Context: an optimization exercise on an open-source flow, tuned for small area. The choices shown serve that exercise and are no tape-out recipe. At most, simulation tests tie the RTL to the original design; equivalence was not proved. No functional check of the RTL was part of run 1. Power is estimated from default activity; no workload was simulated.

<file path="flow/config.mk">
export PLATFORM = sky130hd
export DESIGN_NAME = regfile_scoreboard
export DESIGN_NICKNAME = regfile_scoreboard
export VERILOG_FILES = /design/flow/design.v
export SDC_FILE = /design/flow/constraint.sdc
export NUM_CORES = 8
export LEC_CHECK = 0
export CAP_MARGIN = 20
export CORE_MARGIN = 2
export CORE_UTILIZATION = 50
export PLACE_DENSITY = 0.62
export SLEW_MARGIN = 20
export SYNTH_HIERARCHICAL = 1
export SYNTH_MINIMUM_KEEP_SIZE = 0
</file>
<file path="flow/constraint.sdc">
create_clock -name core_clock -period 7.0 [get_ports {clk}]
set_input_delay 1.4000 -clock core_clock [delete_from_list [all_inputs] [get_ports {clk}]]
set_output_delay 1.4000 -clock core_clock [all_outputs]
set_load 0.01 [all_outputs]
</file>
<file path="flow/standard.sh">
#!/bin/bash
# synth_recipe.tcl (not shown) runs the flow's synth.tcl, then flattens the netlist and writes it again
# the make line also repeats each setting of config.mk as NAME=value (left out here)
make -C /OpenROAD-flow-scripts/flow DESIGN_CONFIG=/design/flow/config.mk WORK_HOME=/design/flow/orfs CLKGATE_MAP_FILE= SYNTH_SCRIPT=/design/flow/synth_recipe.tcl "${@:-finish}"
</file>
<file path="flow/design.v">
module rf_hold (
    input  logic q,
    input  logic w,
    input  logic s,
    input  logic sn,
    output logic y
);
    assign y = ~((q | s) & (w | sn));
endmodule
module rf_aoi222 (
    input  logic a1, a2, b1, b2, c1, c2,
    output logic y
);
    assign y = ~((a1 & a2) | (b1 & b2) | (c1 & c2));
endmodule
module rf_nand2 (
    input  logic a,
    input  logic b,
    output logic y
);
    assign y = ~(a & b);
endmodule
module rf_and2 (
    input  logic a,
    input  logic b,
    output logic y
);
    assign y = a & b;
endmodule
module rf_and4 (
    input  logic a,
    input  logic b,
    input  logic c,
    input  logic d,
    output logic y
);
    assign y = a & b & c & d;
endmodule
module rf_or2 (
    input  logic a,
    input  logic b,
    output logic y
);
    assign y = a | b;
endmodule
module rf_inv (
    input  logic a,
    output logic y
);
    assign y = ~a;
endmodule
module rf_fa (
    input  logic a,
    input  logic b,
    input  logic c,
    output logic s,
    output logic co
);
    assign s  = a ^ b ^ c;
    assign co = (a & b) | (a & c) | (b & c);
endmodule
module rf_nand #(
    parameter int N = 11
) (
    input  logic [N-1:0] a,
    output logic         y
);
    assign y = ~&a;
endmodule
module rf_xor (
    input  logic a,
    input  logic t,
    output logic y
);
    assign y = a ^ t;
endmodule
module regfile_scoreboard #(
    parameter int DATA_W   = 32,
    parameter int ADDR_W   = 5,
    parameter int NUM_RD   = 2,
    parameter int ZERO_REG = 1
) (
    input  logic                     clk,
    input  logic                     rst,
    input  logic [NUM_RD*ADDR_W-1:0] raddr,
    input  logic [NUM_RD-1:0]        ren,
    output logic [NUM_RD*DATA_W-1:0] rdata,
    output logic [NUM_RD-1:0]        rbusy,
    output logic                     stall,
    input  logic                     we,
    input  logic [ADDR_W-1:0]        waddr,
    input  logic [DATA_W-1:0]        wdata,
    input  logic                     set_en,
    input  logic [ADDR_W-1:0]        set_addr,
    input  logic                     flush,
    output logic [ADDR_W:0]          busy_cnt
);
    localparam int DEPTH = 32'd1 << ADDR_W;
    localparam int LO    = (ZERO_REG != 0) ? 1 : 0;
    localparam int NT    = DEPTH + 1 - LO;
    localparam int NG3   = NT / 3;
    localparam int REM   = NT % 3;
    localparam int NG    = NG3 + REM;
    logic [DATA_W-1:0] regs_q [DEPTH];
    logic [DATA_W-1:0] regs_d [DEPTH];
    logic [DEPTH-1:0]  valid_q;
    logic [DEPTH-1:0]  busy_q;
    logic [DEPTH-1:0]  wsel_s;
    logic [DEPTH-1:0]  wsel_n;
    logic [DEPTH-1:0]  ssel_s;
    logic              phase_q;
    logic [DATA_W-1:0] wenc_s;
    always_ff @(posedge clk or posedge rst) begin
        if (rst) phase_q <= 1'b0;
        else     phase_q <= ~phase_q;
    end
    for (genvar b = 0; b < DATA_W; b++) begin : g_wenc
        logic x;
        assign x = ~(wdata[b] ^ phase_q);
        rf_inv u_drv (.a(x), .y(wenc_s[b]));
    end
    localparam int LW = (ADDR_W > 3) ? 3 : ADDR_W;
    localparam int HW = ADDR_W - LW;
    logic [(1 << HW)-1:0] whi_s, whi_n;
    logic [(1 << LW)-1:0] wlo_s, wlo_n;
    always_comb begin
        for (int j = 0; j < (1 << HW); j++) whi_s[j] = we && (waddr >> LW) == ADDR_W'(j);
        for (int j = 0; j < (1 << LW); j++) wlo_s[j] = waddr[LW-1:0] == LW'(j);
        whi_n = ~whi_s;
        wlo_n = ~wlo_s;
    end
    for (genvar i = 0; i < DEPTH; i++) begin : g_wdec
        if (i < LO) begin : g_zero
            assign wsel_s[i] = 1'b0;
            assign wsel_n[i] = 1'b1;
        end else begin : g_sel
            rf_and2 u_s  (.a(whi_s[i >> LW]), .b(wlo_s[i % (1 << LW)]), .y(wsel_s[i]));
            rf_or2  u_sn (.a(whi_n[i >> LW]), .b(wlo_n[i % (1 << LW)]), .y(wsel_n[i]));
        end
    end
    always_comb begin
        ssel_s = '0;
        for (int i = LO; i < DEPTH; i++) ssel_s[i] = set_en && (set_addr == ADDR_W'(i));
    end
    for (genvar i = 0; i < DEPTH; i++) begin : g_word
        if (i < LO) begin : g_zero
            assign regs_q[i] = '0;
            assign regs_d[i] = '0;
        end else begin : g_reg
            for (genvar b = 0; b < DATA_W; b++) begin : g_bit
                rf_hold u_hold (
                    .q (regs_q[i][b]),
                    .w (wenc_s[b]),
                    .s (wsel_s[i]),
                    .sn(wsel_n[i]),
                    .y (regs_d[i][b])
                );
            end
            always_ff @(posedge clk) begin
                regs_q[i] <= regs_d[i];
            end
        end
    end
    always_ff @(posedge clk or posedge rst) begin
        if (rst) begin
            valid_q <= '0;
            busy_q  <= '0;
        end else begin
            for (int i = LO; i < DEPTH; i++) begin
                valid_q[i] <= valid_q[i] | wsel_s[i];
                busy_q[i]  <= !flush && ((busy_q[i] && !wsel_s[i]) || ssel_s[i]);
            end
        end
    end
    logic [DEPTH-1:0] bz_ok;
    assign bz_ok = busy_q & wsel_n;
    for (genvar k = 0; k < NUM_RD; k++) begin : g_port
        logic [ADDR_W-1:0] ra;
        logic              byp;
        logic [DEPTH-1:0]  dec;
        logic [NT-1:0]     tsel;
        logic [DATA_W-1:0] tdat [NT];
        assign ra  = raddr[k*ADDR_W +: ADDR_W];
        assign byp = we && (waddr == ra) && !((ZERO_REG != 0) && (ra == '0));
        logic [(1 << HW)-1:0] rhi;
        logic [(1 << LW)-1:0] rlo;
        always_comb begin
            for (int i = 0; i < DEPTH; i++) dec[i] = (ra == ADDR_W'(i));
            for (int j = 0; j < (1 << HW); j++) rhi[j] = (ra >> LW) == ADDR_W'(j);
            for (int j = 0; j < (1 << LW); j++) rlo[j] = ra[LW-1:0] == LW'(j);
        end
        logic tph;
        assign tph = phase_q & (|tsel);
        assign tsel[0] = byp;
        assign tdat[0] = wenc_s;
        for (genvar i = LO; i < DEPTH; i++) begin : g_term
            rf_and4 u_sel (.a(rhi[i >> LW]), .b(rlo[i % (1 << LW)]), .c(valid_q[i]), .d(wsel_n[i]),
                           .y(tsel[i + 1 - LO]));
            assign tdat[i + 1 - LO] = regs_q[i];
        end
        for (genvar b = 0; b < DATA_W; b++) begin : g_bit
            logic [NG-1:0] n;
            for (genvar g = 0; g < NG3; g++) begin : g_grp
                rf_aoi222 u_aoi (
                    .a1(tsel[3*g]),     .a2(tdat[3*g][b]),
                    .b1(tsel[3*g + 1]), .b2(tdat[3*g + 1][b]),
                    .c1(tsel[3*g + 2]), .c2(tdat[3*g + 2][b]),
                    .y (n[g])
                );
            end
            for (genvar r = 0; r < REM; r++) begin : g_rem
                rf_nand2 u_nand (.a(tsel[3*NG3 + r]), .b(tdat[3*NG3 + r][b]), .y(n[NG3 + r]));
            end
            logic o;
            rf_nand #(.N(NG)) u_or (.a(n), .y(o));
            rf_xor u_ph (.a(o), .t(tph), .y(rdata[k*DATA_W + b]));
        end
        assign rbusy[k] = |(dec & bz_ok);
    end
    assign stall = |(ren & rbusy);
    if (DEPTH == 32 && LO == 1) begin : g_pc31
        logic [25:0] pc_s;
        logic [25:0] pc_c;
        rf_fa u_pc0 (.a(busy_q[1]), .b(busy_q[2]), .c(busy_q[3]), .s(pc_s[0]), .co(pc_c[0]));
        rf_fa u_pc1 (.a(busy_q[4]), .b(busy_q[5]), .c(busy_q[6]), .s(pc_s[1]), .co(pc_c[1]));
        rf_fa u_pc2 (.a(busy_q[7]), .b(busy_q[8]), .c(busy_q[9]), .s(pc_s[2]), .co(pc_c[2]));
        rf_fa u_pc3 (.a(busy_q[10]), .b(busy_q[11]), .c(busy_q[12]), .s(pc_s[3]), .co(pc_c[3]));
        rf_fa u_pc4 (.a(busy_q[13]), .b(busy_q[14]), .c(busy_q[15]), .s(pc_s[4]), .co(pc_c[4]));
        rf_fa u_pc5 (.a(busy_q[16]), .b(busy_q[17]), .c(busy_q[18]), .s(pc_s[5]), .co(pc_c[5]));
        rf_fa u_pc6 (.a(busy_q[19]), .b(busy_q[20]), .c(busy_q[21]), .s(pc_s[6]), .co(pc_c[6]));
        rf_fa u_pc7 (.a(busy_q[22]), .b(busy_q[23]), .c(busy_q[24]), .s(pc_s[7]), .co(pc_c[7]));
        rf_fa u_pc8 (.a(busy_q[25]), .b(busy_q[26]), .c(busy_q[27]), .s(pc_s[8]), .co(pc_c[8]));
        rf_fa u_pc9 (.a(busy_q[28]), .b(busy_q[29]), .c(busy_q[30]), .s(pc_s[9]), .co(pc_c[9]));
        rf_fa u_pc10 (.a(busy_q[31]), .b(pc_s[0]), .c(pc_s[1]), .s(pc_s[10]), .co(pc_c[10]));
        rf_fa u_pc11 (.a(pc_s[2]), .b(pc_s[3]), .c(pc_s[4]), .s(pc_s[11]), .co(pc_c[11]));
        rf_fa u_pc12 (.a(pc_s[5]), .b(pc_s[6]), .c(pc_s[7]), .s(pc_s[12]), .co(pc_c[12]));
        rf_fa u_pc13 (.a(pc_s[8]), .b(pc_s[9]), .c(pc_s[10]), .s(pc_s[13]), .co(pc_c[13]));
        rf_fa u_pc14 (.a(pc_s[11]), .b(pc_s[12]), .c(pc_s[13]), .s(pc_s[14]), .co(pc_c[14]));
        assign busy_cnt[0] = pc_s[14];
        rf_fa u_pc15 (.a(pc_c[0]), .b(pc_c[1]), .c(pc_c[2]), .s(pc_s[15]), .co(pc_c[15]));
        rf_fa u_pc16 (.a(pc_c[3]), .b(pc_c[4]), .c(pc_c[5]), .s(pc_s[16]), .co(pc_c[16]));
        rf_fa u_pc17 (.a(pc_c[6]), .b(pc_c[7]), .c(pc_c[8]), .s(pc_s[17]), .co(pc_c[17]));
        rf_fa u_pc18 (.a(pc_c[9]), .b(pc_c[10]), .c(pc_c[11]), .s(pc_s[18]), .co(pc_c[18]));
        rf_fa u_pc19 (.a(pc_c[12]), .b(pc_c[13]), .c(pc_c[14]), .s(pc_s[19]), .co(pc_c[19]));
        rf_fa u_pc20 (.a(pc_s[15]), .b(pc_s[16]), .c(pc_s[17]), .s(pc_s[20]), .co(pc_c[20]));
        rf_fa u_pc21 (.a(pc_s[18]), .b(pc_s[19]), .c(pc_s[20]), .s(pc_s[21]), .co(pc_c[21]));
        assign busy_cnt[1] = pc_s[21];
        rf_fa u_pc22 (.a(pc_c[15]), .b(pc_c[16]), .c(pc_c[17]), .s(pc_s[22]), .co(pc_c[22]));
        rf_fa u_pc23 (.a(pc_c[18]), .b(pc_c[19]), .c(pc_c[20]), .s(pc_s[23]), .co(pc_c[23]));
        rf_fa u_pc24 (.a(pc_c[21]), .b(pc_s[22]), .c(pc_s[23]), .s(pc_s[24]), .co(pc_c[24]));
        assign busy_cnt[2] = pc_s[24];
        rf_fa u_pc25 (.a(pc_c[22]), .b(pc_c[23]), .c(pc_c[24]), .s(pc_s[25]), .co(pc_c[25]));
        assign busy_cnt[3] = pc_s[25];
        assign busy_cnt[4] = pc_c[25];
        assign busy_cnt[5] = 1'b0;
    end else begin : g_pcn
        always_comb begin
            busy_cnt = '0;
            for (int i = LO; i < DEPTH; i++) busy_cnt = busy_cnt + {{ADDR_W{1'b0}}, busy_q[i]};
        end
    end
endmodule
</file>
<file path="flow/flow/run.sh">
#!/bin/bash
# Layout flow: the standard ORFS flow (unchanged synthesis, floorplan, power
# grid, placement and routing), with settings changed through the stage
# variables ORFS reads from the environment:
#   - ports are buffered with a plain buffer instead of the default pick;
#   - clock tree synthesis uses small clock buffers on compact sink clusters and no dummy loads.
# All tool output goes to standard_flow.log here and to ORFS's own logs under orfs/logs/.
set -euo pipefail
export BUFFER_PORTS_ARGS="-buffer_cell sky130_fd_sc_hd__buf_1"
export CTS_ARGS="-sink_clustering_enable -repair_clock_nets -dont_use_dummy_load -sink_clustering_size 8 -sink_clustering_max_diameter 40 -buf_list sky130_fd_sc_hd__clkbuf_4"
bash standard.sh > standard_flow.log 2>&1
</file>
==> results.ini, run 1 <==
[critical_path]
cpPeakStageDelay_ns = 0.72
start_kind = input pin
crit_chain = buf_1 -> nand2_1 -> or2_2 -> or2_2 -> and4_2 -> buf_4 -> a222oi_1 -> nand4_1 -> or3_1 -> xor2_1 -> buf_1
critPathSlowestCell = or3_1
crit_arrival_ns = 5.71
critPathBufInv = 3
path_max_fanout = 18
required_ns = 5.60
crit_path_end_kind = output port
crit_family = simple AND/OR/NAND/NOR gates
path_class = input pin to output port

[die]
start_util = 0.5063
dieArea_sq_um = 84000
design.core.area_sq_um = 80680
rows = 104
die_h_um = 289.8
io_pins = 132
die_w_um = 289.8

[route]
drt_first_pass_iters = 19
detail_route.wl_per_cell_um = 40.09
drc = 0
drt_wl_total_um = 209800
via_per_inst = 8.547
ant_nets = 0
vias = 44730
drt_iter0_markers = 10520

[global_routing]
first_global_vias = 41610
use_met3 = 0.1953
track_usage = 0.4735
antenna_found_initial = 20
grt_use_met1 = 0.5926
busiest_layer = met2
grt_start_max_net_pins = 64
overflow = 0
grt_use_met2 = 0.6475
grt_pass1_wl_um = 293400

[power_and_ir_drop]
p_per_area_nw_per_um2 = 311.4
leakage_uw = 0.01635
worst_ir_drop_vdd_mv = 0.1672

[synthesis]
synth.area.mux_share = 0.001103
async_reset_ff_frac = 0.05972
yosys.area_share.adder = 0.01274
synth_fp_nets = 3837
synth_area_per_cell_sq_um = 10.89
synth_cells = 3752
synth_cell_types = 57
synth_top_family_by_area = compound AO/OA/AOI/OAI gates
netlist_area_sq_um = 40850
synth-xor-area-share = 0.02230
yosys_warnings = 15
synth_seq_area_share = 0.5247
ys_seq_elements = 1055
synth-simple-area-share = 0.1089
ys.flop_type = dfxtp_1
synth_compound_area_frac = 0.3209
synth_edf_count = 0

[final_layout]
area_delta_synth_final_pct = 10.40
nets = 4250
drive_gt1_frac = 0.1179
regArea_sq_um = 21440
multiInputGateArea_sq_um = 19180
num-fill-cells = 7289
final_cells = 5233
layout_commonest_cell = o22ai_1
stdcell_area_sq_um = 45100
final_cell_mix = o22ai_1 (995), dfxtp_1 (992), a222oi_1 (641), nand4_1 (201), clkbuf_4 (164)

[timing]
relSlewSlack = 0.1190
drv_slew = 0
finClkSkew_ns = 0.1051
worstMarginPinSlew_ns = 1.321
setup_ws_ns = -0.1054
fin_crit_sh = 1.015
fmax_mhz = 140.7
rsz0062_at_grt = no
holdWs_ns = 0.4723
finalHoldViolCount = 0
layout_min_cycle_time_ns = 7.105
fin_setup_tns_ns = -0.1784
setup_viol = 3

[placement]
io_buffer_count = 130
hpwl_um = 123300
postPlaceCellArea_sq_um = 43810
dp_cells = 5058
place.gp.congestion = 1.025

[clock_tree]
cts.sinks = 1055
clock_latency_ns = 1.13
cts_hold_buf = 0
clk_pin_slew_ns = 0.07
cts_tree = yes
clock_path_buffers = 3
root_buffer = clkbuf_4
postCtsSetupBuffers = 0
cts_buffers = 164
htreeDepth = 4

[run]
maxCapViolations = 0

[min_path]
hp-class = flop to flop

[outcome]
status = failed layout checks
so.violations = negative setup slack

-- power breakdown --
part / total (uW) / leakage, uW / internal [uW] / switching (uW)
combinational: 2330 / 0.00629 / 1020 / 1310
clock: 3180 / 0.000755 / 1070 / 2110
sequential: 8530 / 0.00931 / 7430 / 1100
total: 14000 / 0.0164 / 9520 / 4520
-- final timing paths --
path	depth (start not counted)	startpoint	to	slack, ns
hold / removal	1	regs_q[16][29]	regs_q[16][29]	0.47
max in group asynchronous	3	rst	valid_q[22]	5.80
min in group asynchronous	3	rst	busy_q[3]	0.54
hold reg to reg	1	regs_q[16][29]	regs_q[16][29]	0.47
setup reg to reg	5	phase_q	regs_q[22][16]	4.05
setup / recovery	11	waddr[1]	rdata[11]	-0.11
-- cell type report --
cell class,instances,area share
repair buffers,283,0.03743
flip-flops and latches,1055,0.4753
clock buffers,164,0.02730
diodes,10,0.0005549
inverters,57,0.004744
multi-input cells,2604,0.4252
well taps,1060,0.02941
-- state kept, by name, indices dropped and copies added (netlist names) --
register  count
busy_q       31
phase_q       1
regs_q      992
valid_q      31
-- what timing repair did --
action / 4_1_cts / 5_1_grt
endpoints found under the hold margin: 0 / 0
resized for setup: 0 / 4
setup endpoints to repair: 0 / 3
-- synthesized netlist by cell type, drive strengths merged, types with 4 or more instances --
master / instances / share of area
nand2: 156 / 0.014
or2: 66 / 0.010
fa: 26 / 0.013
and4: 62 / 0.013
nand3: 17 / 0.0021
o22ai: 995 / 0.15
o21ai: 4 / 0.00049
dfxtp: 992 / 0.49
a21oi: 34 / 0.0042
nand4: 201 / 0.031
nor4: 17 / 0.0026
nor2b: 31 / 0.0047
xor2: 67 / 0.014
and2: 36 / 0.0055
clkbuf: 24 / 0.0022
and3: 8 / 0.0012
nand4b: 4 / 0.00086
nor2: 51 / 0.0047
or3: 65 / 0.010
dfrtp: 63 / 0.039
a32oi: 9 / 0.0019
nand2b: 8 / 0.0012
a222oi: 641 / 0.16
nand3b: 11 / 0.0020
xnor2: 37 / 0.0079
buf: 12 / 0.0019
inv: 57 / 0.0052
and3b: 7 / 0.0015
nor3: 13 / 0.0016
-- modules after synthesis (local to each module, per instance), excerpt --
module | area, sq um | times used | flops+latches
rf_or2 | 6.256 | 31 | 0
rf_aoi222 | 10.01 | 640 | 0
rf_xor | 8.758 | 64 | 0
rf_nand2 | 3.754 | 128 | 0
rf_and2 | 6.256 | 31 | 0
rf_hold | 6.256 | 992 | 0
regfile_scoreboard | 24020 | 1 | 1055
rf_fa | 20.02 | 26 | 0
rf_and4 | 8.758 | 62 | 0
rf_inv | 3.754 | 32 | 0
-- logic make-up after synthesis --
group,Yosys count
adder cells (fa/ha/maj),26
AO/OA/AOI/OAI,1707
XOR/XNOR,104
buffers and inverters,93
other,1
multiplexers,2
flip-flops,1055
AND/OR/NAND/NOR,764
-- metal layers --
metal,up-vias,part of all wire
li1,17620,-
met1,21400,0.35
met2,4539,0.39
met3,1144,0.17
met4,23,0.088
met5,-,0.0019
-- through the flow --
step	worst slack, ns	utilization	power [uW]
floorplan	0.1875	-	9811
finish	-0.1054	0.5590	14040
global placement	0.4010	0.5430	10730
global route	0.04457	0.5588	14520
detailed placement	0.3512	0.5430	10830
CTS	0.01464	0.5583	13870
==> run 2: changes to the inputs <==
--- a/flow/design.v
+++ b/flow/design.v
@@ -28,12 +28,11 @@
     assign y = a & b;
 endmodule
-module rf_and4 (
+module rf_and3 (
     input  logic a,
     input  logic b,
     input  logic c,
-    input  logic d,
-    output logic y
-);
-    assign y = a & b & c & d;
+    output logic y
+);
+    assign y = a & b & c;
 endmodule
 module rf_or2 (
@@ -111,7 +110,6 @@
     logic              phase_q;
     logic [DATA_W-1:0] wenc_s;
-    always_ff @(posedge clk or posedge rst) begin
-        if (rst) phase_q <= 1'b0;
-        else     phase_q <= ~phase_q;
+    always_ff @(posedge clk) begin
+        phase_q <= ~phase_q;
     end
     for (genvar b = 0; b < DATA_W; b++) begin : g_wenc
@@ -173,5 +171,7 @@
         end
     end
+    logic [DEPTH-1:0] rd_ok;
     logic [DEPTH-1:0] bz_ok;
+    assign rd_ok = valid_q & wsel_n;
     assign bz_ok = busy_q & wsel_n;
     for (genvar k = 0; k < NUM_RD; k++) begin : g_port
@@ -195,6 +195,5 @@
         assign tdat[0] = wenc_s;
         for (genvar i = LO; i < DEPTH; i++) begin : g_term
-            rf_and4 u_sel (.a(rhi[i >> LW]), .b(rlo[i % (1 << LW)]), .c(valid_q[i]), .d(wsel_n[i]),
-                           .y(tsel[i + 1 - LO]));
+            rf_and3 u_sel (.a(rhi[i >> LW]), .b(rlo[i % (1 << LW)]), .c(rd_ok[i]), .y(tsel[i + 1 - LO]));
             assign tdat[i + 1 - LO] = regs_q[i];
         end
==> flow/flow/run.sh (replaced) <==
#!/bin/bash
# Layout flow: the standard ORFS flow (unchanged synthesis, floorplan, power
# grid, placement and routing), with settings changed through the stage
# variables ORFS reads from the environment:
#   - ports are buffered with a plain buffer instead of the default pick;
#   - clock tree synthesis uses larger sink clusters and no dummy loads.
# All tool output goes to standard_flow.log here and to ORFS's own logs under orfs/logs/.
set -euo pipefail
export BUFFER_PORTS_ARGS="-buffer_cell sky130_fd_sc_hd__buf_1"
export CTS_ARGS="-sink_clustering_enable -repair_clock_nets -dont_use_dummy_load -sink_clustering_size 25 -sink_clustering_max_diameter 70 -buf_list sky130_fd_sc_hd__clkbuf_16"
bash standard.sh > standard_flow.log 2>&1
==> run 2 against run 1 <==
The run now finishes clean. Critical path depth decreased by 1. Synthesized cell count increased by 0.88%. Clock-buffer cell count decreased by 109. Critical path type unchanged. Highest routed layer unchanged.
==> results.ini, run 2 <==
[clock_tree]
cts_hold_buf = 0  ; unchanged
clock_path_buffers = 3  ; unchanged
postCtsSetupBuffers = 0  ; unchanged
htreeDepth = 2  ; -2
clock_latency_ns = 0.66  ; -0.47 ns
cts.sinks = 1055  ; unchanged
cts_buffers = 55  ; -66%
clk_pin_slew_ns = 0.06  ; about the same
cts_tree = yes
cts_resized = 0  ; unchanged
root_buffer = clkbuf_16

[placement]
place.gp.congestion = 0.9817  ; -4.2%
hpwl_um = 120400  ; -2.4%
io_buffer_count = 130  ; unchanged
dp_cells = 5072  ; +0.28%
pre_cts_ws_ns = 0.5189  ; +0.1677 ns

[synthesis]
ys.flop_type = dfxtp_1
synth.area.top_cells = dfxtp_1 (49%), a222oi_1 (16%), o22ai_1 (15%)
synth_top_area_cell = dfxtp_1
yosys_warnings = 15  ; unchanged
netlist_area_sq_um = 40950  ; +0.24%
synth_edf_count = 0  ; unchanged
synth_area_per_cell_sq_um = 10.82  ; -0.64%
ys_seq_elements = 1055  ; unchanged
synth_cells = 3785  ; +0.88%
synth_fp_nets = 3870  ; +0.86%
synth_cell_types = 63  ; +11%
synth_top_area_frac = 0.4855  ; -0.0006698
async_reset_ff_frac = 0.05877  ; -0.0009479
synth_seq_area_share = 0.5234  ; -0.001373
synthTopCellsByCount = o22ai_1 (994), dfxtp_1 (993), a222oi_1 (640)
synth.most_common_cell = o22ai_1

[final_layout]
reg.largest.list = regs_q: 992 flops, busy_q: 31 flops, valid_q: 31 flops
drive_gt1_frac = 0.08997  ; -0.02797
layout_commonest_cell = o22ai_1
num-fill-cells = 7242  ; -0.64%
final_cell_mix = o22ai_1 (994), dfxtp_1 (992), a222oi_1 (640), nand4_1 (203), nand2_1 (155)
largest_reg_flops = 992  ; unchanged
area_delta_synth_final_pct = 10.55
final_cells = 5139  ; -1.8%
largest_register = regs_q
nets = 4155  ; -2.2%

[critical_path]
cpPeakStageDelay_ns = 0.64  ; -0.08 ns
r2r_slack_ns = 4.09  ; +0.04 ns
crit_path_end_kind = output port
crit_chain = buf_1 -> nand3b_1 -> or2_2 -> and2_1 -> and3_2 -> a222oi_1 -> nand4_1 -> or3_1 -> xor2_1 -> buf_1
crit_arrival_ns = 5.41  ; -0.30 ns
start_kind = input pin
reg2reg_to = regs_q[14][31]
path_class = input pin to output port
path_max_fanout = 33  ; +15
reg2reg_depth = 4  ; -1
crit_start = waddr[4]
crit_family = simple AND/OR/NAND/NOR gates
crit_end = rdata[11]
required_ns = 5.60  ; about the same
critical_path_depth = 10  ; -1
critPathBufInv = 2  ; -1
reg2reg_from = phase_q
critPathSlowestCell = or3_1
cpMostUsedCell = buf_1

[global_routing]
overflow = 0  ; unchanged
first_global_vias = 41570  ; -0.099%
grt_pass1_wl_um = 292600  ; -0.28%
antenna_found_initial = 18  ; -10%
grt_start_max_net_pins = 63  ; -1.6%
track_usage = 0.4709  ; -0.002537

[die]
design.core.area_sq_um = 80810  ; +0.16%
start_util = 0.5067  ; about the same
io_pins = 132  ; unchanged
die_h_um = 290.2  ; +0.12%
rows = 104  ; unchanged
dieArea_sq_um = 84200  ; +0.23%
die_w_um = 290.2  ; +0.12%

[min_path]
hp-class = flop to flop
holdCritStartpoint = valid_q[26]

[timing]
finalHoldViolCount = 0  ; unchanged
setup_viol = 0  ; -3
relSlewSlack = 0.1363  ; +0.01729
rsz0062_at_grt = no
worstMarginPinSlew_ns = 1.296  ; -0.02594 ns
fmax_mhz = 146.7  ; +4.3%
setup_ws_ns = 0.1851  ; +0.2905 ns
drv_slew = 0  ; unchanged
finClkSkew_ns = 0.03716  ; -0.06793 ns
layout_min_cycle_time_ns = 6.815  ; -0.2905 ns
fin_setup_tns_ns = 0  ; +0.1784 ns
fin_crit_sh = 0.9736  ; -0.04150

[route]
via_per_inst = 8.531  ; -0.19%
met1Wirelength_um = 70440  ; -4.0%
detail_route.wl_per_cell_um = 40.46  ; +0.93%
top_layer = met5
drt_iter0_markers = 9919  ; -5.7%
vias = 43840  ; -2.0%
drt_first_pass_iters = 15  ; -4
ant_nets = 0  ; unchanged
wl_met3_um = 33850  ; -3.8%
drt_wl_total_um = 207900  ; -0.88%
drc = 0  ; unchanged
wl_met2_um = 82950  ; +0.65%

[run]
maxCapViolations = 0  ; unchanged

[outcome]
status = complete, no violations

[power_and_ir_drop]
worst_ir_drop_vdd_mv = 0.1991  ; +19%
p_per_area_nw_per_um2 = 307.9  ; -1.1%
leakage_uw = 0.01651  ; +0.95%

[run 2: changes by cell type after synthesis, sizes merged, moves of 7 or more]
cell and change:
o21ai +7, and3 +61, and4 -60, buf +15, clkbuf -13, and2 +31, and3b -7
[run 2: routing by layer]
layer,global-route usage,vias to the layer above
li1,-,17340
met1,0.5733,21070
met4,0.3770,12
met2,0.6608,4286
met3,0.1827,1134
met5,0.003971,-
[run 2: final cells by class]
cell class                 count  area [sq um]  area share
antenna                       11         27.53   0.0006081
clock buffer                  55          1376     0.03040
inverter                      56         210.2    0.004644
timing repair buffer         266          1697     0.03748
tap                         1060          1326     0.02930
sequential                  1055         21430      0.4735
multi-input combinational   2636         19200      0.4241
[run 2: worst reg2reg max path, cell delays in order, from the launching register on]
cell	delay (ns)
dfxtp_2	1.04
xnor2_1	0.55
inv_1	0.69
buf_4	0.38
o22ai_1	0.12
[run 2: cell families after synthesis]
family,after synthesis,share of synthesized area
adder cells (fa/ha/maj),26,0.01271
other,1,0.00009158
flip-flops,1055,0.5234
buffers and inverters,94,0.01082
XOR/XNOR,104,0.02224
AO/OA/AOI/OAI,1715,0.3218
AND/OR/NAND/NOR,790,0.1090
[run 2: worst min path at each step]
stage	endpoint	slack (ns)	depth (start not counted)
global placement	valid_q[1]	0.44	1
floorplan	valid_q[10]	0.43	1
CTS	valid_q[18]	0.46	1
finish	valid_q[26]	0.46	1
detailed placement	valid_q[18]	0.45	1
global route	valid_q[18]	0.47	1
[run 2: modules after synthesis (local to each module, per instance), a selection]
| module | cell area, sq um | flip-flops and latches | cells inside |
|---|---|---|---|
| rf_fa | 20.02 | 0 | 1 |
| rf_inv | 3.754 | 0 | 1 |
| rf_xor | 8.758 | 0 | 1 |
| rf_aoi222 | 10.01 | 0 | 1 |
| rf_and2 | 6.256 | 0 | 1 |
| rf_or2 | 6.256 | 0 | 1 |
| regfile_scoreboard | 24280 | 1055 | 1523 |
| rf_nand2 | 3.754 | 0 | 1 |
| rf_and3 | 6.256 | 0 | 1 |
| rf_hold | 6.256 | 0 | 1 |
[run 2: power breakdown]
part | leakage, uW | switching (uW) | internal, uW
logic | 0.00652 | 1100 | 935
registers | 0.00931 | 1080 | 7430
clock network | 0.000678 | 1990 | 1400
[run 2: per-stage QoR]
stage	area, sq um	power [uW]	utilization	hold WS [ns]
after detailed placement	43840	10540	0.5425	0.4455
final	45270	13940	0.5602	0.4597
after floorplan	40950	9674	-	0.4309
after CTS	45220	13790	0.5596	0.4601
after global routing	45240	14380	0.5599	0.4696
after global placement	43840	10430	0.5425	0.4422
==> run 3: changes to the inputs <==
--- a/flow/design.v
+++ b/flow/design.v
@@ -28,11 +28,12 @@
     assign y = a & b;
 endmodule
-module rf_and3 (
+module rf_and4 (
     input  logic a,
     input  logic b,
     input  logic c,
-    output logic y
-);
-    assign y = a & b & c;
+    input  logic d,
+    output logic y
+);
+    assign y = a & b & c & d;
 endmodule
 module rf_or2 (
@@ -101,6 +102,6 @@
     localparam int REM   = NT % 3;
     localparam int NG    = NG3 + REM;
-    logic [DATA_W-1:0] regs_q [DEPTH];
-    logic [DATA_W-1:0] regs_d [DEPTH];
+    logic [DATA_W-1:0]            regs_q [DEPTH];
+    logic [DEPTH-1:0][DATA_W-1:0] regs_d;
     logic [DEPTH-1:0]  valid_q;
     logic [DEPTH-1:0]  busy_q;
@@ -110,6 +111,7 @@
     logic              phase_q;
     logic [DATA_W-1:0] wenc_s;
-    always_ff @(posedge clk) begin
-        phase_q <= ~phase_q;
+    always_ff @(posedge clk or posedge rst) begin
+        if (rst) phase_q <= 1'b0;
+        else     phase_q <= ~phase_q;
     end
     for (genvar b = 0; b < DATA_W; b++) begin : g_wenc
@@ -142,8 +144,5 @@
     end
     for (genvar i = 0; i < DEPTH; i++) begin : g_word
-        if (i < LO) begin : g_zero
-            assign regs_q[i] = '0;
-            assign regs_d[i] = '0;
-        end else begin : g_reg
+        if (i >= LO) begin : g_reg
             for (genvar b = 0; b < DATA_W; b++) begin : g_bit
                 rf_hold u_hold (
@@ -171,8 +170,11 @@
         end
     end
-    logic [DEPTH-1:0] rd_ok;
     logic [DEPTH-1:0] bz_ok;
-    assign rd_ok = valid_q & wsel_n;
     assign bz_ok = busy_q & wsel_n;
+    logic [NT*DATA_W-1:0] tdat;
+    assign tdat[DATA_W-1:0] = wenc_s;
+    for (genvar i = LO; i < DEPTH; i++) begin : g_tdat
+        assign tdat[(i + 1 - LO)*DATA_W +: DATA_W] = regs_q[i];
+    end
     for (genvar k = 0; k < NUM_RD; k++) begin : g_port
         logic [ADDR_W-1:0] ra;
@@ -180,5 +182,4 @@
         logic [DEPTH-1:0]  dec;
         logic [NT-1:0]     tsel;
-        logic [DATA_W-1:0] tdat [NT];
         assign ra  = raddr[k*ADDR_W +: ADDR_W];
         assign byp = we && (waddr == ra) && !((ZERO_REG != 0) && (ra == '0));
@@ -193,8 +194,7 @@
         assign tph = phase_q & (|tsel);
         assign tsel[0] = byp;
-        assign tdat[0] = wenc_s;
         for (genvar i = LO; i < DEPTH; i++) begin : g_term
-            rf_and3 u_sel (.a(rhi[i >> LW]), .b(rlo[i % (1 << LW)]), .c(rd_ok[i]), .y(tsel[i + 1 - LO]));
-            assign tdat[i + 1 - LO] = regs_q[i];
+            rf_and4 u_sel (.a(rhi[i >> LW]), .b(rlo[i % (1 << LW)]), .c(valid_q[i]), .d(wsel_n[i]),
+                           .y(tsel[i + 1 - LO]));
         end
         for (genvar b = 0; b < DATA_W; b++) begin : g_bit
@@ -202,12 +202,12 @@
             for (genvar g = 0; g < NG3; g++) begin : g_grp
                 rf_aoi222 u_aoi (
-                    .a1(tsel[3*g]),     .a2(tdat[3*g][b]),
-                    .b1(tsel[3*g + 1]), .b2(tdat[3*g + 1][b]),
-                    .c1(tsel[3*g + 2]), .c2(tdat[3*g + 2][b]),
+                    .a1(tsel[3*g]),     .a2(tdat[(3*g)*DATA_W + b]),
+                    .b1(tsel[3*g + 1]), .b2(tdat[(3*g + 1)*DATA_W + b]),
+                    .c1(tsel[3*g + 2]), .c2(tdat[(3*g + 2)*DATA_W + b]),
                     .y (n[g])
                 );
             end
             for (genvar r = 0; r < REM; r++) begin : g_rem
-                rf_nand2 u_nand (.a(tsel[3*NG3 + r]), .b(tdat[3*NG3 + r][b]), .y(n[NG3 + r]));
+                rf_nand2 u_nand (.a(tsel[3*NG3 + r]), .b(tdat[(3*NG3 + r)*DATA_W + b]), .y(n[NG3 + r]));
             end
             logic o;
==> flow/flow/run.sh (replaced) <==
#!/bin/bash
# Layout flow: the standard ORFS flow (unchanged synthesis, floorplan, power
# grid, placement and routing), with settings changed through the stage
# variables ORFS reads from the environment:
#   - ports are buffered with a plain buffer instead of the default pick;
#   - clock tree synthesis uses small clock buffers on compact sink clusters and no dummy loads.
# All tool output goes to standard_flow.log here and to ORFS's own logs under orfs/logs/.
set -euo pipefail
export BUFFER_PORTS_ARGS="-buffer_cell sky130_fd_sc_hd__buf_1"
export CTS_ARGS="-sink_clustering_enable -repair_clock_nets -dont_use_dummy_load -sink_clustering_size 8 -sink_clustering_max_diameter 40 -buf_list sky130_fd_sc_hd__clkbuf_4"
bash standard.sh > standard_flow.log 2>&1
--- a/flow/config.mk
+++ b/flow/config.mk
@@ -10,4 +10,5 @@
 export CORE_UTILIZATION = 50
 export PLACE_DENSITY = 0.62
+export SETUP_SLACK_MARGIN = 0.35
 export SLEW_MARGIN = 20
 export SYNTH_HIERARCHICAL = 1
==> run 3 against run 2 <==
Final area is 0.15% higher. Setup slack gained 0.050 ns. Area after synthesis decreased by 0.24%. Combinational power increased by 15%. Clock power is 6.8% lower. Critical path depth is 1 lower. Clock-buffer cell count grew 107. Sequential share of layout area decreased by 0.061 points. Critical path type unchanged. Critical endpoint is now rdata[46]. Highest routed layer unchanged.
==> results.ini, run 3 <==
[final_layout]
layout_commonest_cell = o22ai_1
num-fill-cells = 7292  ; +0.69%
final_cell_mix = o22ai_1 (995), dfxtp_1 (992), a222oi_1 (641), nand4_1 (201), clkbuf_4 (162)
largest_register = regs_q
nets = 4252  ; +2.3%
drive_gt1_frac = 0.1200  ; +0.03008
stdcell_area_sq_um = 45340  ; +0.15%
area_delta_synth_final_pct = 10.98
multiInputGateArea_sq_um = 19210  ; about the same
regArea_sq_um = 21440  ; about the same
largest_reg_flops = 992  ; unchanged
final_util = 0.5619  ; +0.001757
reg.largest.list = regs_q: 992 flops, busy_q: 31 flops, valid_q: 31 flops

[timing]
setup_viol = 0  ; unchanged
worstMarginPinSlew_ns = 1.322  ; +0.02617 ns
fin_crit_sh = 0.9664  ; -0.007153
drv_slew = 0  ; unchanged
relSlewSlack = 0.1170  ; -0.01935
finalHoldViolCount = 0  ; unchanged
finClkSkew_ns = 0.07254  ; +0.03539 ns
layout_min_cycle_time_ns = 6.765  ; -0.05007 ns
fin_setup_tns_ns = 0  ; unchanged
rsz0062_at_grt = yes
fmax_mhz = 147.8  ; +0.74%

[route]
ant_nets = 0  ; unchanged
drt_wl_total_um = 207000  ; -0.47%
drc = 0  ; unchanged
vias = 44260  ; +0.95%
detail_route.wl_per_cell_um = 39.57  ; -2.2%
drt_iter0_markers = 10190  ; +2.7%
via_per_inst = 8.462  ; -0.81%
drt_first_pass_iters = 17  ; +2

[die]
dieArea_sq_um = 84000  ; -0.23%
die_w_um = 289.8  ; -0.12%
io_pins = 132  ; unchanged
start_util = 0.5063  ; about the same
die_h_um = 289.8  ; -0.12%
design.core.area_sq_um = 80680  ; -0.16%
rows = 104  ; unchanged

[critical_path]
crit_family = simple AND/OR/NAND/NOR gates
critPathBufInv = 2  ; unchanged
crit_arrival_ns = 5.36  ; -0.05 ns
cpPeakStageDelay_ns = 0.67  ; +0.03 ns
path_class = input pin to output port
start_kind = input pin
critPathSlowestCell = and4_2
cpMostUsedCell = buf_1
path_max_fanout = 33  ; unchanged
crit_path_end_kind = output port
crit_chain = buf_1 -> nand3_1 -> or2_2 -> and4_2 -> a222oi_1 -> nand4_1 -> or3_1 -> xor2_1 -> buf_1
required_ns = 5.60  ; about the same

[clock_tree]
cts_buffers = 162  ; +190%
htreeDepth = 4  ; +2
cts_tree = yes
root_buffer = clkbuf_4
cts.sinks = 1055  ; unchanged
clock_path_buffers = 3  ; unchanged
clk_pin_slew_ns = 0.08  ; +0.02 ns
cts_hold_buf = 0  ; unchanged
clock_latency_ns = 1.10  ; +0.44 ns

[synthesis]
synth.most_common_cell = o22ai_1
synth_edf_count = 0  ; unchanged
synth_fp_nets = 3837  ; -0.85%
synth_top_area_cell = dfxtp_1
synth_seq_area_share = 0.5247  ; +0.001373
async_reset_ff_frac = 0.05972  ; +0.0009479
yosys_warnings = 9  ; -6
synthTopCellsByCount = o22ai_1 (995), dfxtp_1 (992), a222oi_1 (641)
synth_cells = 3752  ; -0.87%
synth_cell_types = 57  ; -9.5%
synth.area.top_cells = dfxtp_1 (49%), a222oi_1 (16%), o22ai_1 (15%)
netlist_area_sq_um = 40850  ; -0.24%
ys.flop_type = dfxtp_1
ys_seq_elements = 1055  ; unchanged
synth_top_area_frac = 0.4861  ; +0.0006698
synth_area_per_cell_sq_um = 10.89  ; +0.64%

[power_and_ir_drop]
power.switching_uw = 4496  ; +7.6%
power.internal_uw = 9519  ; -2.5%
p_seq_frac = 0.608  ; -0.003
p_sw_frac = 0.3208  ; +0.02110
pwr-share-comb = 0.166  ; +0.020
p_per_area_nw_per_um2 = 309.2  ; +0.41%
worst_ir_drop_vdd_mv = 0.1641  ; -18%
pwr-share-clk = 0.225  ; -0.018
leakage_uw = 0.01642  ; -0.53%

[global_routing]
first_global_vias = 41660  ; +0.21%
track_usage = 0.4708  ; about the same
grt_start_max_net_pins = 64  ; +1.6%
grt_pass1_wl_um = 291800  ; -0.27%
overflow = 0  ; unchanged
antenna_found_initial = 10  ; -8

[placement]
place.gp.congestion = 1.050  ; +7.0%
io_buffer_count = 130  ; unchanged
postPlaceCellArea_sq_um = 44050  ; +0.48%
hpwl_um = 127000  ; +5.5%

[min_path]
hp-class = flop to flop

[run]
maxCapViolations = 0  ; unchanged

[outcome]
status = complete, no violations

## run 3: changes by cell type in the layout (fill, tap and decap cells not counted), sizes merged, moves of 7 or more
cell / delta
and4: +60
buf: +18
o21ai: -7
and2: -31
and3b: +7
clkbuf: +110
and3: -61
## run 3: worst paths after layout
kind | endpoint | from | depth (start not counted) | slack [ns]
min in group asynchronous | valid_q[7] | rst | 3 | 0.57
min reg2reg | regs_q[10][15] | regs_q[10][15] | 1 | 0.47
max | rdata[46] | waddr[3] | 9 | 0.24
max in group asynchronous | busy_q[7] | rst | 3 | 5.78
max reg2reg | regs_q[28][31] | phase_q | 4 | 4.29
min | regs_q[10][15] | regs_q[10][15] | 1 | 0.47
## run 3: timing repair
item | 4_1_cts | 5_1_grt
gates resized for setup | 4 | 11
setup buffers | 2 | 0
endpoints found under the setup margin | 2 | 10
pin swaps | 5 | 5
## run 3: power groups by stage
stage | combinational, uW | clock [uW] | sequential [uW]
2_1_floorplan | 1500 | 0 | 8310
3_3_place_gp | 2180 | 0 | 8560
3_5_place_dp | 2250 | 0 | 8580
4_1_cts | 2250 | 3140 | 8460
5_1_grt | 2450 | 3390 | 8680
6_report | 2330 | 3160 | 8530
## run 3: per-stage QoR
stage / hold WS [ns] / cells / setup WS [ns] / total power [uW]
after CTS: 0.4700 / 5225 / 0.3638 / 13850
after global placement: 0.4499 / 5061 / 0.5231 / 10740
final: 0.4710 / 5230 / 0.2352 / 14020
after floorplan: 0.4415 / 3752 / 0.6231 / 9811
after detailed placement: 0.4587 / 5061 / 0.4573 / 10830
after global routing: 0.4852 / 5228 / 0.2609 / 14520
## run 3: routing by layer
metal | GRT usage | part of all wire | vias up
met1 | 0.5837 | 0.34 | 21100
met5 | 0.02723 | 0.0017 | -
met4 | 0.3857 | 0.098 | 8
li1 | - | - | 17630
met2 | 0.6336 | 0.39 | 4452
met3 | 0.1933 | 0.17 | 1076
## run 3: layout make-up
cell class | count | share of cell area
multi-input combinational | 2604 | 0.4237
sequential | 1055 | 0.4728
timing repair buffer | 287 | 0.04239
antenna | 5 | 0.0002760
clock buffer | 162 | 0.02683
inverter | 57 | 0.004719
tap | 1060 | 0.02925
## run 3: kinds of logic after synthesis
logic type	after synthesis	share of synthesized area
compound gates	1707	0.3209
flops	1055	0.5247
simple gates	764	0.1089
xor+xnor	104	0.02230
buf+inv	93	0.009311
fa+ha+maj	26	0.01274
mux	2	0.001103
other cells	1	0.00009180
## run 3: modules after synthesis, one instance, submodules excluded, a selection
module	cells inside	cell area (sq um)	flip-flops and latches	copies in the design
rf_nand2	1	3.754	0	128
rf_or2	1	6.256	0	31
rf_and2	1	6.256	0	31
rf_aoi222	1	10.01	0	640
rf_xor	1	8.758	0	64
rf_inv	1	3.754	0	32
rf_hold	1	6.256	0	992
rf_and4	1	8.758	0	62
rf_fa	1	20.02	0	26
regfile_scoreboard	1490	24020	1055	1
==> run 4: changes to the inputs <==
--- a/flow/config.mk
+++ b/flow/config.mk
@@ -10,5 +10,5 @@
 export CORE_UTILIZATION = 50
 export PLACE_DENSITY = 0.62
-export SETUP_SLACK_MARGIN = 0.35
+export SETUP_SLACK_MARGIN = 0.2
 export SLEW_MARGIN = 20
 export SYNTH_HIERARCHICAL = 1
==> run 4 against run 3 <==
Still clean on timing, DRC and antenna. Setup slack got worse by 0.048 ns. Register-to-register slack improved by 0.02 ns. Global-route usage barely moved. Wire length barely moved. Hold slack got worse by 0.0020 ns. Clock power barely moved. Flip-flop and latch count did not move. Clock skew rose by 0.016 ns. Critical endpoint is now rdata[22]. Largest power group unchanged.
==> results.ini, run 4 <==
[outcome]
status = complete, no violations

[clock_tree]
cts_hold_buf = 0  ; unchanged
root_buffer = clkbuf_4
cts_buffers = 162  ; unchanged
clock_latency_ns = 1.11  ; about the same
htreeDepth = 4  ; unchanged
clock_path_buffers = 3  ; unchanged
cts.sinks = 1055  ; unchanged
clk_pin_slew_ns = 0.09  ; about the same
cts_tree = yes

[placement]
hpwl_um = 127000  ; unchanged
pre_cts_ws_ns = 0.4573  ; unchanged
place.gp.congestion = 1.050  ; unchanged
dp_cells = 5061  ; unchanged
io_buffer_count = 130  ; unchanged

[global_routing]
first_global_vias = 41650  ; -0.029%
grt_pass1_wl_um = 291900  ; about the same
antenna_found_initial = 15  ; +5
track_usage = 0.4710  ; about the same
grt_start_max_net_pins = 64  ; unchanged
overflow = 0  ; unchanged

[timing]
rsz0062_at_grt = no
fin_setup_tns_ns = 0  ; unchanged
fmax_mhz = 146.8  ; -0.70%
fin_crit_sh = 0.9732  ; +0.006800
relSlewSlack = 0.1419  ; +0.02490
worstMarginPinSlew_ns = 1.287  ; -0.03449 ns
finClkSkew_ns = 0.08872  ; +0.01617 ns
holdWs_ns = 0.4690  ; -0.001973 ns
layout_min_cycle_time_ns = 6.812  ; +0.04760 ns
finalHoldViolCount = 0  ; unchanged
setup_viol = 0  ; unchanged
setup_ws_ns = 0.1876  ; -0.04760 ns
drv_slew = 0  ; unchanged

[route]
ant_nets = 0  ; unchanged
detail_route.wl_per_cell_um = 39.54  ; about the same
drt_wl_total_um = 206900  ; about the same
drt_iter0_markers = 10640  ; +4.5%
vias = 44410  ; +0.35%
drt_first_pass_iters = 17  ; unchanged
drc = 0  ; unchanged
via_per_inst = 8.487  ; +0.29%

[die]
design.core.area_sq_um = 80680  ; unchanged
die_w_um = 289.8  ; unchanged
dieArea_sq_um = 84000  ; unchanged
die_h_um = 289.8  ; unchanged
io_pins = 132  ; unchanged
start_util = 0.5063  ; unchanged
rows = 104  ; unchanged

[synthesis]
synth.most_common_cell = o22ai_1
synth_top_area_cell = dfxtp_1
synthTopCellsByCount = o22ai_1 (995), dfxtp_1 (992), a222oi_1 (641)
synth_edf_count = 0  ; unchanged
ys_seq_elements = 1055  ; unchanged
synth_seq_area_share = 0.5247  ; unchanged
async_reset_ff_frac = 0.05972  ; unchanged
synth.area.top_cells = dfxtp_1 (49%), a222oi_1 (16%), o22ai_1 (15%)
synth_top_area_frac = 0.4861  ; unchanged
netlist_area_sq_um = 40850  ; unchanged
ys.flop_type = dfxtp_1
yosys_warnings = 9  ; unchanged
synth_area_per_cell_sq_um = 10.89  ; unchanged
synth_cell_types = 57  ; unchanged
synth_cells = 3752  ; unchanged
synth_fp_nets = 3837  ; unchanged

[final_layout]
reg.largest.list = regs_q: 992 flops, busy_q: 31 flops, valid_q: 31 flops
final_util = 0.5618  ; about the same
multiInputGateArea_sq_um = 19190  ; about the same
final_cells = 5233  ; +0.057%
area_delta_synth_final_pct = 10.96  ; about the same
regArea_sq_um = 21440  ; unchanged
drive_gt1_frac = 0.1184  ; -0.001681
layout_commonest_cell = o22ai_1
num-fill-cells = 7296  ; +0.055%
largest_register = regs_q
final_cell_mix = o22ai_1 (995), dfxtp_1 (992), a222oi_1 (641), nand4_1 (201), clkbuf_4 (162)
largest_reg_flops = 992  ; unchanged
nets = 4252  ; unchanged

[critical_path]
crit_chain = buf_1 -> nand2_1 -> or2_2 -> or2_2 -> buf_4 -> and4_2 -> buf_12 -> a222oi_1 -> nand4_1 -> or3_1 -> xor2_1 -> buf_1
crit_arrival_ns = 5.41  ; +0.05 ns
critPathBufInv = 4  ; +2
cpPeakStageDelay_ns = 0.64  ; -0.03 ns
crit_path_end_kind = output port
start_kind = input pin
crit_family = simple AND/OR/NAND/NOR gates
required_ns = 5.60  ; about the same
path_class = input pin to output port
critPathSlowestCell = nand4_1
path_max_fanout = 25  ; -24%

[power_and_ir_drop]
worst_ir_drop_vdd_mv = 0.1642  ; about the same
p_per_area_nw_per_um2 = 309.0  ; about the same
leakage_uw = 0.01642  ; about the same

[run]
maxCapViolations = 0  ; unchanged

[min_path]
hp-class = flop to flop

[run 4: changes by cell type in the layout (fill, tap and decap cells not counted), sizes merged]
cell	before	now
buf	284	287
clkbuf	165	162
diode	5	8
[run 4: logic make-up (layout without fill, tap and decap cells)]
kind of cell	after synthesis	count (layout)	synth area share
xor gates and xnor gates	104	104	0.02230
other	1	9	0.00009180
DFF	1055	1055	0.5247
AOI/OAI and AO/OA	1707	1707	0.3209
muxes	2	2	0.001103
adders and majority gates	26	26	0.01274
and+or+nand+nor	764	764	0.1089
buffers and inverters	93	506	0.009311
[run 4: per-stage QoR]
step	total power, uW	instance area [sq um]
final	14010	45330
after CTS	13850	45280
after floorplan	9811	40860
after detailed placement	10830	44050
after global placement	10740	44050
after global routing	14520	45320
[run 4: worst reg2reg max path, cell delays in order (launching register included)]
cell     delay (ns)
dfrtp_2        0.73
buf_4          0.44
xnor2_1        0.31
inv_1          0.45
buf_4          0.47
o22ai_1        0.14
[run 4: what timing repair did]
action                                  4_1_cts  5_1_grt
pin swaps                                     1        5
setup buffers                                 1        1
endpoints found under the setup margin        1        4
resized for setup                             1        6
[run 4: modules after synthesis (local to each module, per instance), excerpt]
module | copies in the design | cells inside | flip-flops and latches | cell area, sq um
rf_xor | 64 | 1 | 0 | 8.758
rf_and2 | 31 | 1 | 0 | 6.256
rf_hold | 992 | 1 | 0 | 6.256
rf_or2 | 31 | 1 | 0 | 6.256
regfile_scoreboard | 1 | 1490 | 1055 | 24020
rf_fa | 26 | 1 | 0 | 20.02
rf_nand2 | 128 | 1 | 0 | 3.754
rf_and4 | 62 | 1 | 0 | 8.758
rf_inv | 32 | 1 | 0 | 3.754
[run 4: path summary, 6_finish.rpt]
kind                           startpoint              to  slack (ns)  depth (start not counted)
max in group asynchronous             rst       busy_q[7]        5.77                          3
min in group asynchronous             rst     valid_q[28]        0.57                          3
setup / recovery                 waddr[4]       rdata[22]        0.19                         12
hold / removal             regs_q[31][21]  regs_q[31][21]        0.47                          1
hold reg to reg            regs_q[31][21]  regs_q[31][21]        0.47                          1
setup reg to reg                  phase_q  regs_q[18][16]        4.31                          5
[run 4: layout make-up]
type,instances,area share
antenna,8,0.0004417
clock buffer,162,0.02683
inverter,57,0.004720
multi-input combinational,2604,0.4235
sequential,1055,0.4729
tap,1060,0.02926
timing repair buffer,287,0.04232
[run 4: routing by layer]
metal,track usage,up-vias,wire (um)
met5,0.03063,-,428
met4,0.3826,15,19460
met3,0.1945,1079,35560
met2,0.6334,4438,80190
met1,0.5847,21240,71280
li1,-,17640,-
[run 4: power breakdown]
part | switching (uW) | internal [uW]
logic | 1300 | 1030
clock network | 2100 | 1060
registers | 1090 | 7430
==> run 5: changes to the inputs <==
--- a/flow/flow/run.sh
+++ b/flow/flow/run.sh
@@ -8,4 +8,4 @@
 set -euo pipefail
 export BUFFER_PORTS_ARGS="-buffer_cell sky130_fd_sc_hd__buf_1"
-export CTS_ARGS="-sink_clustering_enable -repair_clock_nets -dont_use_dummy_load -sink_clustering_size 8 -sink_clustering_max_diameter 40 -buf_list sky130_fd_sc_hd__clkbuf_4"
+export CTS_ARGS="-sink_clustering_enable -repair_clock_nets -dont_use_dummy_load -sink_clustering_size 9 -sink_clustering_max_diameter 45 -buf_list sky130_fd_sc_hd__clkbuf_4"
 bash standard.sh > standard_flow.log 2>&1
--- a/flow/config.mk
+++ b/flow/config.mk
@@ -10,5 +10,5 @@
 export CORE_UTILIZATION = 50
 export PLACE_DENSITY = 0.62
-export SETUP_SLACK_MARGIN = 0.2
+export SETUP_SLACK_MARGIN = 0.35
 export SLEW_MARGIN = 20
 export SYNTH_HIERARCHICAL = 1
==> run 5 against run 4 <==
Still clean on timing, DRC and antenna. Clock skew shrank 0.0070 ns. Critical path depth fell by 3. Final cell count shrank 0.19%. Critical path type unchanged.
==> results.ini, run 5 <==
[power_and_ir_drop]
fin_total_pwr_uw = 13880  ; -0.88%
p_seq_frac = 0.614  ; +0.006
power.switching_uw = 4466  ; -0.56%
pwr-share-comb = 0.169  ; +0.003
p_sw_frac = 0.3216  ; +0.001036
pwr-share-clk = 0.218  ; -0.007
power.internal_uw = 9419  ; -1.0%
leakage_uw = 0.01637  ; -0.33%
p_per_area_nw_per_um2 = 306.5  ; -0.82%
worst_ir_drop_vdd_mv = 0.1717  ; +4.6%

[route]
drt_iter0_markers = 11270  ; +5.9%
detail_route.wl_per_cell_um = 39.84  ; +0.76%
ant_nets = 0  ; unchanged
via_per_inst = 8.519  ; +0.39%
drc = 0  ; unchanged
vias = 44500  ; +0.20%
drt_first_pass_iters = 14  ; -3
drt_wl_total_um = 208100  ; +0.57%

[critical_path]
reg2reg_to = regs_q[16][31]
cpMostUsedCell = buf_1
crit_family = simple AND/OR/NAND/NOR gates
required_ns = 5.60  ; about the same
crit_arrival_ns = 5.37  ; -0.04 ns
r2r_slack_ns = 4.32  ; about the same
start_kind = input pin
critPathSlowestCell = nand4_1
cpPeakStageDelay_ns = 0.79  ; +0.15 ns
path_class = input pin to output port
reg2reg_from = phase_q
critPathBufInv = 2  ; -2
path_max_fanout = 33  ; +32%
reg2reg_depth = 4  ; -1
crit_chain = buf_1 -> or3b_2 -> or2_2 -> and4_4 -> a222oi_1 -> nand4_1 -> or3_4 -> xor2_1 -> buf_1
crit_path_end_kind = output port

[placement]
io_buffer_count = 130  ; unchanged
pre_cts_ws_ns = 0.4573  ; unchanged
place.gp.congestion = 1.050  ; unchanged
postPlaceCellArea_sq_um = 44050  ; unchanged
hpwl_um = 127000  ; unchanged

[final_layout]
stdcell_area_sq_um = 45300  ; about the same
nets = 4238  ; -0.33%
layout_commonest_cell = o22ai_1
drive_gt1_frac = 0.1180  ; -0.0003235
largest_reg_flops = 992  ; unchanged
area_delta_synth_final_pct = 10.89  ; about the same
reg.largest.list = regs_q: 992 flops, busy_q: 31 flops, valid_q: 31 flops
largest_register = regs_q
num-fill-cells = 7286  ; -0.14%
final_cell_mix = o22ai_1 (995), dfxtp_1 (992), a222oi_1 (641), nand4_1 (201), nand2_1 (156)

[timing]
setup_viol = 0  ; unchanged
fin_setup_tns_ns = 0  ; unchanged
finClkSkew_ns = 0.08172  ; -0.007000 ns
drv_slew = 0  ; unchanged
setup_ws_ns = 0.2269  ; +0.03927 ns
fin_crit_sh = 0.9676  ; -0.005609
rsz0062_at_grt = yes
relSlewSlack = 0.1366  ; -0.005284
layout_min_cycle_time_ns = 6.773  ; -0.03926 ns
fmax_mhz = 147.6  ; +0.58%
worstMarginPinSlew_ns = 1.295  ; +0.007925 ns
finalHoldViolCount = 0  ; unchanged

[min_path]
holdCritStartpoint = regs_q[31][21]
hold_end = regs_q[31][21]
min_path_cells = 1  ; unchanged
hp-class = flop to flop

[die]
die_h_um = 289.8  ; unchanged
design.core.area_sq_um = 80680  ; unchanged
rows = 104  ; unchanged
io_pins = 132  ; unchanged
start_util = 0.5063  ; unchanged
die_w_um = 289.8  ; unchanged
dieArea_sq_um = 84000  ; unchanged

[global_routing]
track_usage = 0.4717  ; +0.0007569
grt_start_max_net_pins = 64  ; unchanged
overflow = 0  ; unchanged
antenna_found_initial = 14  ; -1
grt_pass1_wl_um = 292300  ; +0.12%
first_global_vias = 41310  ; -0.82%

[clock_tree]
htreeDepth = 4  ; unchanged
root_buffer = clkbuf_4
cts.sinks = 1055  ; unchanged
clock_latency_ns = 1.07  ; -0.04 ns
cts_tree = yes
cts_buffers = 146  ; -9.9%
clk_pin_slew_ns = 0.09  ; about the same
clock_path_buffers = 3  ; unchanged

[synthesis]
synth_seq_area_share = 0.5247  ; unchanged
ys.flop_type = dfxtp_1
synth_area_per_cell_sq_um = 10.89  ; unchanged
synth.most_common_cell = o22ai_1
async_reset_ff_frac = 0.05972  ; unchanged
synth_edf_count = 0  ; unchanged
yosys_warnings = 9  ; unchanged
synth_fp_nets = 3837  ; unchanged
synth_top_area_cell = dfxtp_1
synth_cells = 3752  ; unchanged
synthTopCellsByCount = o22ai_1 (995), dfxtp_1 (992), a222oi_1 (641)
synth_cell_types = 57  ; unchanged
synth.area.top_cells = dfxtp_1 (49%), a222oi_1 (16%), o22ai_1 (15%)
ys_seq_elements = 1055  ; unchanged
synth_top_area_frac = 0.4861  ; unchanged
netlist_area_sq_um = 40850  ; unchanged

[outcome]
status = complete, no violations

[run]
maxCapViolations = 0  ; unchanged

[run 5: cell counts after synthesis]
No cell type changed its count.
[run 5: logic make-up (layout without fill, tap and decap cells)]
kind of cell | after synthesis | after routing | share of synthesized area
compound gates | 1707 | 1707 | 0.3209
fa+ha+maj | 26 | 26 | 0.01274
other cells | 1 | 13 | 0.00009180
buf+inv | 93 | 492 | 0.009311
mux | 2 | 2 | 0.001103
simple gates | 764 | 764 | 0.1089
xor+xnor | 104 | 104 | 0.02230
flops | 1055 | 1055 | 0.5247
[run 5: per-module statistics from Yosys (local to each module, per instance), excerpt]
module | cells inside | cell area (sq um) | copies in the design
regfile_scoreboard | 1490 | 24020 | 1
rf_and4 | 1 | 8.758 | 62
rf_fa | 1 | 20.02 | 26
rf_inv | 1 | 3.754 | 32
rf_or2 | 1 | 6.256 | 31
rf_xor | 1 | 8.758 | 64
[run 5: through the flow]
stage,hold WS (ns),cells,util
after global routing,0.4861,5216,0.5612
final,0.4703,5223,0.5615
after detailed placement,0.4587,5061,0.5460
after floorplan,0.4415,3752,-
after global placement,0.4499,5061,0.5460
after CTS,0.4713,5209,0.5599
[run 5: power groups by stage]
stage               registers [uW]  logic, uW  clock network, uW
finish                        8520       2340               3020
global placement              8560       2180                  0
detailed placement            8580       2250                  0
floorplan                     8310       1500                  0
CTS                           8460       2240               3010
global route                  8680       2450               3250
[run 5: worst max path at each step]
stage              start           to  slack [ns]  cells past startpoint
2_1_floorplan   waddr[0]     rdata[0]        0.62                      8
3_3_place_gp    waddr[2]    rdata[40]        0.52                     10
3_5_place_dp          we    rdata[12]        0.46                      9
4_1_cts        busy_q[5]  busy_cnt[3]        0.36                      9
5_1_grt         waddr[3]    rdata[12]        0.13                      9
6_report        waddr[3]    rdata[12]        0.23                      9
[run 5: timing repair]
| item | CTS | global route |
|---|---|---|
| resized for setup | 4 | 20 |
| pin swaps | 5 | 7 |
| hold buffers | 0 | 0 |
| setup buffers | 2 | 0 |
| endpoints found under the setup margin | 2 | 13 |
[run 5: area by class of cell]
class,instances,area [sq um],share of cell area
well taps,1060,1326,0.02928
clock buffers,146,1096,0.02420
multi-input cells,2604,19230,0.4245
repair buffers,289,1962,0.04331
flip-flops and latches,1055,21440,0.4733
diodes,12,30.03,0.0006629
inverters,57,214.0,0.004723
[run 5: worst register-to-register path, cell delays in order (launching register included)]
cell and delay (ns):
dfrtp_2 0.62, xnor2_1 0.91, inv_1 0.52, buf_4 0.39, o22ai_1 0.15
[run 5: routing by layer]
layer	track usage	routed length [um]
met1	0.5877	71990
met2	0.6426	81420
met3	0.1974	35690
met4	0.3592	18680
met5	0.01588	307

static timing again, ports no longer ideal:
The results above use ideal ports. As a check the final layouts listed here were re-extracted and re-timed, cells and wires unchanged. Step 1 sets driving cells, clkbuf_16 on the clock port and buf_2 on the other inputs (assumed; they add their load-dependent delay and slew). Step 2 times the ports against the registers' clock, not the clock port: input delays grow and output delays shrink by t, the midpoint of the rising clock arrivals with the driver on. Three values: ideal ports, drivers, drivers and shift; two values: the first two.
run | t (ns) | setup WS [ns] | clock arrival spread, ns | slew at the worst register clock pin (ns)
run 1 | 1.132 | -0.105 / -0.137 / -0.137 | 0.127 / 0.127 | 0.11 / 0.11
run 2 | 0.737 | 0.185 / 0.160 / 0.160 | 0.070 / 0.070 | 0.10 / 0.10
run 3 | 1.111 | 0.235 / 0.200 / 0.200 | 0.122 / 0.122 | 0.10 / 0.10
run 4 | 1.109 | 0.188 / 0.155 / 0.155 | 0.136 / 0.136 | 0.10 / 0.10
run 5 | 1.081 | 0.227 / 0.173 / 0.173 | 0.117 / 0.117 | 0.11 / 0.11
For run 5, which loses most, drivers alone change the setup slack by -0.054 ns; drivers and shift together by -0.054 ns.
